Context: an optimization exercise on an open-source flow, tuned for small area and a short achievable clock period. The choices shown serve that exercise and are no tape-out recipe. Function was checked by simulation only, so behaviour that the tests miss may differ from the original. Power and IR drop assume default switching activity.

==> build 58: inputs <==
==> flow/design.v <==
package cpuPkg;
    localparam logic [10:0] OpAdd  = 11'b10001011000;
    localparam logic [10:0] OpSub  = 11'b11001011000;
    localparam logic [10:0] OpAnd  = 11'b10001010000;
    localparam logic [10:0] OpOrr  = 11'b10101010000;
    localparam logic [10:0] OpEor  = 11'b11001010000;
    localparam logic [10:0] OpLdur = 11'b11111000010;
    localparam logic [10:0] OpStur = 11'b11111000000;
    localparam logic [9:0] OpAddi = 10'b1001000100;
    localparam logic [9:0] OpSubi = 10'b1101000100;
    localparam logic [9:0] OpAndi = 10'b1001001000;
    localparam logic [9:0] OpOrri = 10'b1011001000;
    localparam logic [9:0] OpEori = 10'b1101001000;
endpackage
`timescale 1ns/1ps
module instDecoder (
    input  logic [31:0] inst,
    output logic        isArith,    
    output logic        isSub,      
    output logic        isAnd,      
    output logic        isOrr,      
    output logic        isEor,      
    output logic        isImm,      
    output logic        isLd,
    output logic        isSt
);
    logic [10:0] o11;
    logic [9:0]  o10;
    logic        rAdd, rSub, rAnd, rOrr, rEor;
    logic        iAdd, iSub, iAnd, iOrr, iEor;
    assign o11 = inst[31:21];
    assign o10 = inst[31:22];
    assign rAdd = (o11 == cpuPkg::OpAdd);
    assign rSub = (o11 == cpuPkg::OpSub);
    assign rAnd = (o11 == cpuPkg::OpAnd);
    assign rOrr = (o11 == cpuPkg::OpOrr);
    assign rEor = (o11 == cpuPkg::OpEor);
    assign isLd = (o11 == cpuPkg::OpLdur);
    assign isSt = (o11 == cpuPkg::OpStur);
    assign iAdd = (o10 == cpuPkg::OpAddi);
    assign iSub = (o10 == cpuPkg::OpSubi);
    assign iAnd = (o10 == cpuPkg::OpAndi);
    assign iOrr = (o10 == cpuPkg::OpOrri);
    assign iEor = (o10 == cpuPkg::OpEori);
    assign isImm   = iAdd | iSub | iAnd | iOrr | iEor;
    assign isSub   = rSub | iSub;
    assign isArith = rAdd | iAdd | isSub;
    assign isAnd   = rAnd | iAnd;
    assign isOrr   = rOrr | iOrr;
    assign isEor   = rEor | iEor;
endmodule
`timescale 1ns/1ps
module regFile (
    input  logic        clk,
    input  logic        rstN,
    input  logic [30:0] selAV,
    input  logic [4:0]  uninitIdxA,
    input  logic [30:0] selBV,
    input  logic [4:0]  uninitIdxB,
    output logic [31:0] rdDataA,
    output logic [31:0] rdDataB,
    input  logic        wrEn,       
    input  logic [4:0]  wrIdx,
    input  logic [31:0] wrData,
    output logic [30:0] writtenNext    
);
    logic [31:0] regs [31];
    logic [30:0] written;
    logic [30:0] we;
    always_comb begin
        for (int i = 0; i < 31; i++) begin
            we[i] = wrEn & (wrIdx == 5'(i));
        end
    end
    always_ff @(posedge clk) begin
        for (int i = 0; i < 31; i++) begin
            if (we[i]) begin
                regs[i] <= wrData;
            end
        end
    end
    assign writtenNext = written | we;
    always_ff @(posedge clk) begin
        if (!rstN) begin
            written <= '0;
        end else begin
            written <= writtenNext;
        end
    end
    always_comb begin
        rdDataA = {27'b0, uninitIdxA};
        rdDataB = {27'b0, uninitIdxB};
        for (int i = 0; i < 31; i++) begin
            rdDataA = rdDataA | ({32{selAV[i]}} & regs[i]);
            rdDataB = rdDataB | ({32{selBV[i]}} & regs[i]);
        end
    end
endmodule
`timescale 1ns/1ps
module execUnit (
    input  logic [31:0] opA,
    input  logic [31:0] opB,
    input  logic        selArith,
    input  logic        selSub,     
    input  logic        selAnd,
    input  logic        selOrr,
    input  logic        selEor,
    input  logic        selSt,      
    output logic [31:0] res
);
    logic [31:0] sum;
    assign sum = opA + opB;
    assign res = ({32{selArith}} & (sum ^ {32{selSub}}))
               | ({32{selAnd}}   & (opA & opB))
               | ({32{selOrr}}   & (opA | opB))
               | ({32{selEor}}   & (opA ^ opB))
               | ({32{selSt}}    & opB);
endmodule
`timescale 1ns/1ps
module dataMem (
    input  logic        clk,
    input  logic [63:0] sel,        
    input  logic [63:0] hold,       
    input  logic [31:0] wrData,
    output logic [31:0] rdData
);
    logic [31:0] mem [64];
    always_ff @(posedge clk) begin
        for (int w = 0; w < 64; w++) begin
            mem[w] <= ({32{sel[w]}} & wrData) | ({32{hold[w]}} & mem[w]);
        end
    end
    always_comb begin
        rdData = '0;
        for (int w = 0; w < 64; w++) begin
            rdData = rdData | ({32{sel[w]}} & mem[w]);
        end
    end
endmodule
`timescale 1ns/1ps
module pipeCore (
    input  logic            clk,
    input  logic            rstN,
    input  logic            instValid,
    input  logic [31:0]     inst,
    output logic            wbValid,
    output logic [4:0]      wbRd,
    output logic [31:0]     wbData
);
    logic        fWb, fSt, fMem, fArith, fSub, fAnd, fOrr, fEor, fImm;
    logic [4:0]  fRd, fUA, fUB;        
    logic [11:0] fIm;                  
    logic [30:0] fSelAV, fSelBV;
    logic        eWb, eSt, eMem, eArith, eSub, eAnd, eOrr, eEor;
    logic [4:0]  eRd;
    logic [8:0]  eOff;
    logic [31:0] eA, eB;
    logic        mWb;
    logic [4:0]  mRd;
    logic [31:0] mRes;
    logic [63:0] mSel, mHold;
    logic        wbV;
    logic [4:0]  wbR;
    logic [31:0] wbD;
    logic isArith, isSub, isAnd, isOrr, isEor, isImm, isLd, isSt;
    logic        known;
    logic [4:0]  rn, rm, rd;
    logic [30:0] writtenNext;
    logic [30:0] ohN, ohM, ohD;
    logic        uN, uM, uD;
    logic [30:0] selAV, selBV;
    logic [4:0]  uidxA, uidxB;
    instDecoder uDecoder (
        .inst    (inst),
        .isArith (isArith),
        .isSub   (isSub),
        .isAnd   (isAnd),
        .isOrr   (isOrr),
        .isEor   (isEor),
        .isImm   (isImm),
        .isLd    (isLd),
        .isSt    (isSt)
    );
    assign known = isArith | isAnd | isOrr | isEor | isLd | isSt;
    assign rn    = inst[9:5];
    assign rm    = inst[20:16];
    assign rd    = inst[4:0];
    always_comb begin
        uN = 1'b0;
        uM = 1'b0;
        uD = 1'b0;
        for (int i = 0; i < 31; i++) begin
            ohN[i] = (rn == 5'(i));
            ohM[i] = (rm == 5'(i));
            ohD[i] = (rd == 5'(i));
            uN = uN | (ohN[i] & ~writtenNext[i]);
            uM = uM | (ohM[i] & ~writtenNext[i]);
            uD = uD | (ohD[i] & ~writtenNext[i]);
        end
    end
    assign selAV = ohN & writtenNext;
    assign selBV = isImm ? 31'b0
                 : isSt  ? (ohD & writtenNext)
                 :         (ohM & writtenNext);
    assign uidxA = {5{uN}} & rn;
    assign uidxB = isImm ? 5'b0
                 : isSt  ? ({5{uD}} & rd)
                 :         ({5{uM}} & rm);
    always_ff @(posedge clk) begin
        fWb      <= rstN & instValid & known & ~isSt & (rd != 5'd31);
        fSt      <= rstN & instValid & isSt;
        fMem     <= isLd | isSt;
        fArith   <= isArith;
        fSub     <= isSub;
        fAnd     <= isAnd;
        fOrr     <= isOrr;
        fEor     <= isEor;
        fImm     <= isImm;
        fRd      <= rd;
        fUA      <= uidxA;
        fUB      <= uidxB;
        fIm      <= inst[21:10];
        fSelAV   <= selAV;
        fSelBV   <= selBV;
    end
    logic [31:0] rdDataA, rdDataB;
    logic [31:0] opA, opB;
    regFile uRegFile (
        .clk         (clk),
        .rstN        (rstN),
        .selAV       (fSelAV),
        .uninitIdxA  (fUA),
        .selBV       (fSelBV),
        .uninitIdxB  (fUB),
        .rdDataA     (rdDataA),
        .rdDataB     (rdDataB),
        .wrEn        (mWb),
        .wrIdx       (mRd),
        .wrData      (mData),
        .writtenNext (writtenNext)
    );
    logic [31:0] bRaw;
    assign bRaw = rdDataB | ({32{fImm}} & {20'b0, fIm});
    assign opA  = rdDataA ^ {32{fSub}};
    assign opB  = bRaw;
    always_ff @(posedge clk) begin
        if (!rstN) begin
            eWb <= 1'b0;
            eSt <= 1'b0;
        end else begin
            eWb <= fWb;
            eSt <= fSt;
        end
        eMem   <= fMem;
        eArith <= fArith;
        eSub   <= fSub;
        eAnd   <= fAnd;
        eOrr   <= fOrr;
        eEor   <= fEor;
        eRd    <= fRd;
        eOff   <= fIm[10:2];    
        eA     <= opA;
        eB     <= opB;
    end
    logic [31:0] eRes;
    logic [8:0]  eAddr;
    logic [63:0] eSel;
    execUnit uExec (
        .opA      (eA),
        .opB      (eB),
        .selArith (eArith),
        .selSub   (eSub),
        .selAnd   (eAnd),
        .selOrr   (eOrr),
        .selEor   (eEor),
        .selSt    (eSt),
        .res      (eRes)
    );
    assign eAddr = eA[8:0] + eOff;
    always_comb begin
        for (int w = 0; w < 64; w++) begin
            eSel[w] = eMem & rstN & (eAddr[8:3] == 6'(w));    
        end
    end
    always_ff @(posedge clk) begin
        if (!rstN) begin
            mWb <= 1'b0;
        end else begin
            mWb <= eWb;
        end
        mRd   <= eRd;
        mRes  <= eRes;       
        mSel  <= eSel;       
        mHold <= ~(eSel & {64{eSt}});
    end
    logic [31:0] memRd;
    logic [31:0] mData;
    dataMem uDataMem (
        .clk    (clk),
        .sel    (mSel),
        .hold   (mHold),
        .wrData (mRes),
        .rdData (memRd)
    );
    assign mData = memRd | mRes;    
    always_ff @(posedge clk) begin
        if (!rstN) begin
            wbV <= 1'b0;
        end else begin
            wbV <= mWb;
        end
        wbR <= mRd;
        wbD <= mData;
    end
    assign wbValid = wbV;
    assign wbRd    = wbR;
    assign wbData  = wbD;
endmodule
==> flow/run.sh <==
#!/bin/bash
# synth_recipe.tcl (not shown) runs the flow's synth.tcl, then flattens the netlist and writes it again
# the make line also repeats each setting of config.mk as NAME=value (left out here)
make -C /OpenROAD-flow-scripts/flow DESIGN_CONFIG=/design/flow/config.mk WORK_HOME=/design/flow/orfs CLKGATE_MAP_FILE= SYNTH_SCRIPT=/design/flow/synth_recipe.tcl finish
==> flow/config.mk <==
export PLATFORM = sky130hd
export DESIGN_NAME = pipeCore
export DESIGN_NICKNAME = pipeCore
export VERILOG_FILES = /design/flow/design.v
export SDC_FILE = /design/flow/constraint.sdc
export NUM_CORES = 4
export LEC_CHECK = 0
export CAP_MARGIN = 20
export CORE_MARGIN = 2
export CORE_UTILIZATION = 40
export CTS_CLUSTER_DIAMETER = 80
export CTS_CLUSTER_SIZE = 30
export SETUP_SLACK_MARGIN = 3.15
export SLEW_MARGIN = 20
==> flow/constraint.sdc <==
create_clock -name core_clock -period 6.0 [get_ports {clk}]
set_input_delay 1.2000 -clock core_clock [delete_from_list [all_inputs] [get_ports {clk}]]
set_output_delay 1.2000 -clock core_clock [all_outputs]
set_load 0.01 [all_outputs]
==> build 35 (differences from build 58) <==
- CORE_UTILIZATION: 40 -> 50
- CTS_CLUSTER_SIZE: 30 -> 25
- SETUP_SLACK_MARGIN: 3.15 -> 3.05
==> summary of the runs <==
- Build 58 finished with timing, DRC and antenna clean. Build 35 ran to the end with no violations.
- Between build 58 and build 35, the lower global-route usage is in build 58 (gap 8.8 points).
- Utilization: build 58 is lower than build 35 (10 points).
- Against build 58, the first-iteration DRC count of build 35 is smaller by 2.6%.
- Via count: build 35 is lower than build 58 (2.5%).
- Of build 35 and build 58, build 58 has the higher clock skew (gap 0.041 ns).
- In sequential power, build 35 and build 58 hardly differ.
- Of build 35 and build 58, build 35 has the higher clock-buffer cell count (gap 22).
- Cell count: build 35 is lower than build 58 (about 7%).
- Between build 35 and build 58, the lower setup slack is in build 35 (gap 0.047 ns).
- Against build 35, the register-to-register slack of build 58 is better by 0.05 ns.

[afterwards: timing with drivers on the ports]
The results above use ideal ports. As a check the final layouts listed here were re-extracted and re-timed, cells and wires unchanged.
Step 1 sets driving cells, clkbuf_16 on the clock port and buf_2 on the other inputs (assumed; they add their load-dependent delay and slew).
Step 2 also shifts input and output timing later by t, the mid clock arrival at the registers, as if the neighbouring blocks saw the same clock.
Three values: ideal ports, drivers, drivers and shift; two values: the first two.
| run | t (ns) | setup WS [ns] | slew at the worst register clock pin (ns) | worst data-port slew with drivers (ns) |
|---|---|---|---|---|
| build 58 | 1.014 | 2.995 / 2.995 / 2.290 | 0.12 / 0.12 | 0.04 |
| build 35 | 0.974 | 2.948 / 2.948 / 2.172 | 0.11 / 0.11 | 0.07 |
After both steps every run listed still meets setup and hold. The setup slack of build 35, which loses most, moves by 0.000 ns with the drivers and by -0.776 ns with both steps.
